Background: an optimization exercise with open tools, aiming at small area. Do not read the settings as production practice. Only simulation tests tie the RTL to the original design; equivalence was not proved. No activity file was given, so power comes from the tool's default toggle rates.

==> flow/design.v <==
package regfile_pkg;
  localparam int DEF_DATA_W   = 32;
  localparam int DEF_NREGS    = 32;
  localparam int DEF_NRD      = 2;
  localparam int DEF_LINK_REG = 31;
  typedef enum logic [1:0] {
    SRC_ARRAY = 2'd0,
    SRC_WR0   = 2'd1,
    SRC_WR1   = 2'd2,
    SRC_ZERO  = 2'd3
  } src_e;
  function automatic logic [1:0] bypass_sel(input logic addr_zero,
                                            input logic hit_wr0,
                                            input logic hit_wr1);
    if (addr_zero)    bypass_sel = SRC_ZERO;
    else if (hit_wr1) bypass_sel = SRC_WR1;
    else if (hit_wr0) bypass_sel = SRC_WR0;
    else              bypass_sel = SRC_ARRAY;
  endfunction
endpackage
import regfile_pkg::*;
module regfile_sb #(
  parameter int NREGS  = DEF_NREGS,
  parameter int NRD    = DEF_NRD,
  parameter int ADDR_W = $clog2(NREGS)
) (
  input  logic                  clk,
  input  logic                  rst,
  input  logic                  set_en,
  input  logic [ADDR_W-1:0]     set_addr,
  input  logic                  clr0_en,
  input  logic [ADDR_W-1:0]     clr0_addr,
  input  logic                  clr1_en,
  input  logic [ADDR_W-1:0]     clr1_addr,
  input  logic [NRD*ADDR_W-1:0] lookup_addr,
  output logic [NRD-1:0]        busy
);
  logic [NREGS-1:0] busy_q;
  logic [NREGS-1:0] busy_d;
  always_comb begin
    busy_d = busy_q;
    if (clr0_en) busy_d[clr0_addr] = 1'b0;
    if (clr1_en) busy_d[clr1_addr] = 1'b0;
    if (set_en)  busy_d[set_addr]  = 1'b1;
    busy_d[0] = 1'b0;
  end
  always_ff @(posedge clk or posedge rst) begin
    if (rst) busy_q <= '0;
    else     busy_q <= busy_d;
  end
  for (genvar k = 0; k < NRD; k++) begin : g_lookup
    always_ff @(posedge clk or posedge rst) begin
      if (rst) busy[k] <= 1'b0;
      else     busy[k] <= busy_d[lookup_addr[k*ADDR_W +: ADDR_W]];
    end
  end
endmodule
import regfile_pkg::*;
module regfile_mp #(
  parameter  int DATA_W   = DEF_DATA_W,
  parameter  int NREGS    = DEF_NREGS,
  parameter  int NRD      = DEF_NRD,
  parameter  int LINK_REG = DEF_LINK_REG,
  localparam int ADDR_W   = $clog2(NREGS)
) (
  input  logic                  clk,
  input  logic                  rst,
  input  logic [NRD*ADDR_W-1:0] rd_addr,
  output logic [NRD*DATA_W-1:0] rd_data,
  input  logic                  wr0_en,
  input  logic [ADDR_W-1:0]     wr0_addr,
  input  logic [DATA_W-1:0]     wr0_data,
  input  logic                  wr1_en,
  input  logic [ADDR_W-1:0]     wr1_addr,
  input  logic [DATA_W-1:0]     wr1_data,
  output logic [DATA_W-1:0]     link_data,
  input  logic                  sb_set_en,
  input  logic [ADDR_W-1:0]     sb_set_addr,
  output logic [NRD-1:0]        rd_busy
);
  if (NREGS < 2 || (NREGS & (NREGS - 1)) != 0) begin : g_bad_nregs
    $error("regfile_mp: NREGS must be a power of 2 and >= 2");
  end
  if (NRD < 1 || NRD > 4) begin : g_bad_nrd
    $error("regfile_mp: NRD must be in 1..4");
  end
  if (LINK_REG < 0 || LINK_REG >= NREGS) begin : g_bad_link
    $error("regfile_mp: LINK_REG out of range");
  end
  localparam logic [ADDR_W-1:0] LINK_ADDR = ADDR_W'(LINK_REG);
  logic [DATA_W-1:0] regs [NREGS];
  always_ff @(posedge clk or posedge rst) begin
    if (rst) begin
      for (int i = 0; i < NREGS; i++) regs[i] <= '0;
    end else begin
      if (wr0_en && wr0_addr != '0) regs[wr0_addr] <= wr0_data;
      if (wr1_en && wr1_addr != '0) regs[wr1_addr] <= wr1_data;
    end
  end
  for (genvar k = 0; k < NRD; k++) begin : g_rd
    logic [ADDR_W-1:0] addr;
    logic [DATA_W-1:0] next;
    logic [1:0]                     sel;
    assign addr = rd_addr[k*ADDR_W +: ADDR_W];
    always_comb begin
      sel = regfile_pkg::bypass_sel(addr == '0,
                       wr0_en && (wr0_addr == addr),
                       wr1_en && (wr1_addr == addr));
      case (sel)
        SRC_WR1:   next = wr1_data;
        SRC_WR0:   next = wr0_data;
        SRC_ARRAY: next = regs[addr];
        default:   next = '0;
      endcase
    end
    always_ff @(posedge clk or posedge rst) begin
      if (rst) rd_data[k*DATA_W +: DATA_W] <= '0;
      else     rd_data[k*DATA_W +: DATA_W] <= next;
    end
  end
  logic [DATA_W-1:0] link_next;
  logic [1:0]                     link_sel;
  always_comb begin
    link_sel = regfile_pkg::bypass_sel(LINK_ADDR == '0,
                          wr0_en && (wr0_addr == LINK_ADDR),
                          wr1_en && (wr1_addr == LINK_ADDR));
    case (link_sel)
      SRC_WR1:   link_next = wr1_data;
      SRC_WR0:   link_next = wr0_data;
      SRC_ARRAY: link_next = regs[LINK_REG];
      default:   link_next = '0;
    endcase
  end
  always_ff @(posedge clk or posedge rst) begin
    if (rst) link_data <= '0;
    else     link_data <= link_next;
  end
  regfile_sb #(
    .NREGS  (NREGS),
    .NRD    (NRD),
    .ADDR_W (ADDR_W)
  ) u_sb (
    .clk         (clk),
    .rst         (rst),
    .set_en      (sb_set_en),
    .set_addr    (sb_set_addr),
    .clr0_en     (wr0_en),
    .clr0_addr   (wr0_addr),
    .clr1_en     (wr1_en),
    .clr1_addr   (wr1_addr),
    .lookup_addr (rd_addr),
    .busy        (rd_busy)
  );
endmodule
==> flow/run.sh <==
#!/bin/bash
# synth_recipe.tcl (not shown) runs the flow's synth.tcl, then flattens the netlist and writes it again
# the make line also repeats each setting of config.mk as NAME=value (left out here)
make -C /OpenROAD-flow-scripts/flow DESIGN_CONFIG=/design/flow/config.mk WORK_HOME=/design/flow/orfs CLKGATE_MAP_FILE= SYNTH_SCRIPT=/design/flow/synth_recipe.tcl finish
==> flow/config.mk <==
export PLATFORM = sky130hd
export DESIGN_NAME = regfile_mp
export DESIGN_NICKNAME = regfile_mp
export VERILOG_FILES = /design/flow/design.v
export SDC_FILE = /design/flow/constraint.sdc
export NUM_CORES = 8
export LEC_CHECK = 0
export CAP_MARGIN = 20
export CORE_MARGIN = 8
export CORE_UTILIZATION = 45
export PLACE_DENSITY = 0.6
export SLEW_MARGIN = 20
==> flow/constraint.sdc <==
create_clock -name core_clock -period 5.5 [get_ports {clk}]
set_input_delay 1.1000 -clock core_clock [delete_from_list [all_inputs] [get_ports {clk}]]
set_output_delay 1.1000 -clock core_clock [all_outputs]
set_load 0.01 [all_outputs]
==> reports/qor.txt <==
GLOBAL ROUTING
------------------------------------------------------------------------------------
Wire length of the first global-routing pass ..........................       523 mm
Number of antenna violations at the first check in global routing .....           27
Overall track demand over capacity in global routing ..................        47.1%
Number of global-route vias before repair .............................        62300
Total congestion overflow after global routing ........................            0
Pin count of the biggest net entering global routing ..................          124

CTS
------------------------------------------------------------------------------------
# clock sinks .........................................................         1121
Number of CTS-inserted buffers ........................................          135
Root buffer cell ...................................................... sky130_fd_sc_hd__clkbuf_16
Clock tree from TritonCTS .............................................          yes
Hold-fix buffers, CTS .................................................            0
Resize count post-CTS .................................................            0
Htree depth ...........................................................            4
Clock transition at path regs .........................................        60 ps
Post-CTS setup buffer count ...........................................            0
Deepest clock path buffer count .......................................            3
Clock latency on the worst-skew pair ..................................       800 ps

FLOORPLAN
------------------------------------------------------------------------------------
Initial core utilization ..............................................        45.3%
DIE AREA .............................................................. 157000 sq um
Count of standard-cell rows ...........................................          139
Die Wd ................................................................  396 microns
DIE HEIGHT ............................................................  396 microns
Placeable core region ................................................. 144000 sq um
Boundary pin count ....................................................          192

PLACED DESIGN
------------------------------------------------------------------------------------
Buffers on Ports ......................................................          191
RD Place Congestion ...................................................         1.05
DP Wirelength .........................................................       232 mm
Cell count after placement ............................................         8907

SYNTHESIS
------------------------------------------------------------------------------------
Syn Std Cell Area .....................................................  65100 sq um
Proportion of synthesized flip-flops having asynchronous set or reset .         100%
Number of standard cells after synthesis ..............................         7208
Most common flop cell mapped by yosys ................................. sky130_fd_sc_hd__dfrtp_1
Synthesis Warnings ....................................................            3
Avg Inst Size Synth ...................................................   9.04 sq um
Number of flops mapped to enable cells by yosys .......................            0
Net count after synthesis .............................................         7317
Post-synthesis sequential area ratio ..................................        43.1%
Number of unique standard cell types used by synthesis ................           88
Flip-flop and latch count after synthesis .............................         1121

POWER
------------------------------------------------------------------------------------
Peak supply drop ......................................................     0.269 mV
Static leakage power ..................................................      36.9 nW
Pwr/cell area .........................................................  366 nW/um^2

FLOW RUN
------------------------------------------------------------------------------------
Number of maximum-capacitance violations ..............................            0

ROUTE
------------------------------------------------------------------------------------
DRT iter0 DRCs ........................................................        15400
Drt via density .......................................................         7.53
Detailed Routing Iterations Pass 1 ....................................           15
Routed Wire Length ....................................................       387 mm
Remaining antenna violation count after routing .......................            0
DRC violation count after routing .....................................            0
Routed wire length per instance ....................................... 42.2 microns
Overall via count from detail_route ...................................        69100

SETUP PATH
------------------------------------------------------------------------------------
CP max-delay cell ..................................................... sky130_fd_sc_hd__nor2_4
Crit-path cells ....................................................... clkdlybuf4s50_1 > or3b_1 > nor2_4 > buf_4 > a22oi_1 > nand3_1 > nor4_1 > a21oi_1 > a221oi_1 > nor2_1
Cell family with most CP delay ........................................ simple AND/OR/NAND/NOR gates
Number of buffers and inverters on the critical path ..................            2
Worst path max stage delay ............................................      1030 ps
Kind of critical path ................................................. primary input to flop
Critical path data required time ......................................      6180 ps
Data arrival time of the critical path ................................      4960 ps
Crit Path Max Fanout ..................................................           15
Endpoint type of the worst setup path .................................         flop
Startpoint class of the critical path ................................. primary input

TIMING
------------------------------------------------------------------------------------
Number of hold violations in the final report .........................            0
RSZ-0062 raised after global routing ..................................           no
Worst slew pin tran ...................................................      1340 ps
Maximum achievable frequency ..........................................    0.233 GHz
Clk_skew ..............................................................      39.8 ps
Finish-stage setup viols ..............................................            0
Tightest slew margin relative to the limit ............................        10.5%
Post-route fraction of the period consumed by the critical path .......        77.9%
Final min period ......................................................      4280 ps
Total Negative Setup Slacks ...........................................         0 ps
Max Slew Vio Count ....................................................            0

LAYOUT
------------------------------------------------------------------------------------
Growth of design area from synthesis to finish ........................        16.7%
Non-Filler Instances ..................................................         9177
Fraction of final layout cells sized beyond drive strength 1 ..........        11.0%
Post-layout net count .................................................         7255
Final-layout fill cell count ..........................................        13100

WORST HOLD PATH
------------------------------------------------------------------------------------
Class of the worst hold path .......................................... flop to flop

OUTCOME
------------------------------------------------------------------------------------
Run status ............................................................  timing/DRC/antenna clean

-- layer usage --
| metal | routed length (microns) | vias to the layer above | GRT usage [%] |
|---|---|---|---|
| met3 | 68900 | 2315 | 25.7 |
| met5 | 640 | - | 1.94 |
| met2 | 144000 | 7362 | 61.0 |
| li1 | - | 26200 | - |
| met4 | 34700 | 24 | 30.8 |
| met1 | 139000 | 33200 | 59.4 |
-- sequential cells by signal, indices dropped and copies added (netlist names) --
register and cells:
rd_data 64, u_sb.busy_q 31, regs 992, link_data 32
u_sb.busy 2
-- cells in the mapped netlist (8+ instances only) --
master                     count  area share [%]
sky130_fd_sc_hd__o21ai_0     464             3.6
sky130_fd_sc_hd__nor2_1      743             4.3
sky130_fd_sc_hd__inv_1        20            0.12
sky130_fd_sc_hd__a222oi_1     23            0.35
sky130_fd_sc_hd__buf_2       230             1.8
sky130_fd_sc_hd__o22ai_1      14            0.13
sky130_fd_sc_hd__nor2b_1      14            0.13
sky130_fd_sc_hd__xor2_1       18            0.24
sky130_fd_sc_hd__clkbuf_1    501             2.9
sky130_fd_sc_hd__or3_1         8           0.077
sky130_fd_sc_hd__mux2i_1    1030              16
sky130_fd_sc_hd__nand3_1     164             1.3
sky130_fd_sc_hd__and3_1       10           0.096
sky130_fd_sc_hd__a221oi_1    124             1.7
sky130_fd_sc_hd__xnor2_1      10            0.13
sky130_fd_sc_hd__nor2_2        8           0.077
sky130_fd_sc_hd__a211o_1      13            0.17
sky130_fd_sc_hd__o21ai_1      18            0.14
sky130_fd_sc_hd__nor3_1       41            0.32
sky130_fd_sc_hd__nand4_1      49            0.47
sky130_fd_sc_hd__a31oi_1      10           0.096
sky130_fd_sc_hd__and2_1        8           0.077
sky130_fd_sc_hd__nor4_1       82            0.79
sky130_fd_sc_hd__a22o_1      106             1.4
sky130_fd_sc_hd__nand2_1     708             4.1
sky130_fd_sc_hd__buf_1        69            0.40
sky130_fd_sc_hd__a22oi_1     755             8.7
sky130_fd_sc_hd__a21oi_1     663             5.1
sky130_fd_sc_hd__nand2b_1     14            0.13
sky130_fd_sc_hd__dfrtp_1    1121              43
sky130_fd_sc_hd__buf_4        20            0.23
sky130_fd_sc_hd__o221ai_1     19            0.26
sky130_fd_sc_hd__ha_1         15            0.29
-- placed cells by master (no fill, tap or decap), types with 23 or more instances in the layout --
cell and n:
sky130_fd_sc_hd__buf_4 340, sky130_fd_sc_hd__a221oi_1 124, sky130_fd_sc_hd__buf_12 89, sky130_fd_sc_hd__diode_2 34, sky130_fd_sc_hd__a22oi_1 755, sky130_fd_sc_hd__a222oi_1 23, sky130_fd_sc_hd__nand3_1 146, sky130_fd_sc_hd__mux2i_1 1030
sky130_fd_sc_hd__nor3_1 36, sky130_fd_sc_hd__o21ai_0 464, sky130_fd_sc_hd__a21oi_1 663, sky130_fd_sc_hd__nand4_1 49, sky130_fd_sc_hd__clkbuf_8 26, sky130_fd_sc_hd__dfrtp_1 1121, sky130_fd_sc_hd__nand2_4 28, sky130_fd_sc_hd__clkdlybuf4s50_1 188
sky130_fd_sc_hd__clkbuf_16 140, sky130_fd_sc_hd__clkbuf_1 27, sky130_fd_sc_hd__nor4_1 82, sky130_fd_sc_hd__nand2_1 680, sky130_fd_sc_hd__nor2_1 689, sky130_fd_sc_hd__nor2_4 61, sky130_fd_sc_hd__a22o_1 106
-- worst register-to-register path, cell delays in order (launching register included) --
cell and delay [ps]:
sky130_fd_sc_hd__dfrtp_1 470, sky130_fd_sc_hd__a22o_1 250, sky130_fd_sc_hd__a221oi_1 210, sky130_fd_sc_hd__nand3_1 120, sky130_fd_sc_hd__nor4_1 610, sky130_fd_sc_hd__a211o_1 240, sky130_fd_sc_hd__a21oi_1 150
-- power breakdown --
part	switching, mW	internal, mW
logic	2.87	2.34
clock network	3.91	5.61
registers	2.62	10.5
total	9.40	18.5
-- layout make-up --
class                           count  area [sq um]  share of cell area (%)
Multi-Input combinational cell   5243         34500                    45.4
Sequential cell                  1121         28100                    36.9
Timing Repair Buffer              623          6310                    8.31
Clock buffer                      193          3960                    5.21
Tap cell                         1903          2380                    3.13
Clock inverter                     38           607                   0.798
Inverter                           22          86.3                   0.114
Antenna cell                       34          85.1                   0.112
-- stage by stage --
step | total power, mW | hold WS [ps] | util [%] | worst slack, ps | cell area [sq um]
finish | 27.9 | 582 | 52.9 | 1220 | 76000
global route | 28.6 | 618 | 52.9 | 1130 | 75900
CTS | 27.4 | 587 | 52.8 | 1510 | 75800
detailed placement | 18.0 | 579 | 49.6 | 722 | 71200
global placement | 17.9 | 574 | 49.6 | 716 | 71200
floorplan | 15.3 | 526 | - | -11070 | 65100
-- final timing paths --
path	start	end	slack, ps	cells past startpoint
setup / recovery	rd_addr[5]	rd_data[51]	1220	10
min in group asynchronous	rst	link_data[31]	880	2
hold / removal	u_sb.busy_q[14]	u_sb.busy_q[14]	580	2
hold reg to reg	u_sb.busy_q[14]	u_sb.busy_q[14]	580	2
setup reg to reg	regs[14][0]	rd_data[0]	3260	6
max in group asynchronous	rst	regs[20][7]	3240	4
-- cell families after synthesis --
family          after synthesis  share of synthesized area (%)
compound gates             2266                           22.4
xor+xnor                     29                          0.401
fa+ha+maj                    15                          0.288
buf+inv                     844                           5.44
flops                      1121                           43.1
mux                        1032                           15.9
simple gates               1901                           12.5

==> separate check: timing with driven ports <==
Ports are ideal in the flow. The routed layout listed here was re-timed in OpenROAD.
Step 1 assumes that a clkbuf_16 drives the clock port and a buf_2 every other input.
Step 2 also shifts input and output timing later by t, the mid clock arrival at the registers, as if the neighbouring blocks saw the same clock.
a / b / c = no drivers / after step 1 / after step 2; a / b = the first two.
t (ns): 0.859
setup WS [ns]: 1.216 / 1.228 / 0.368
worst setup path after step 2: input to register
latest minus earliest clock arrival (ns): 0.047 / 0.047
After both steps setup and hold are still met in this run. The setup slack of this run moves by +0.012 ns with the drivers and by -0.848 ns with both steps.
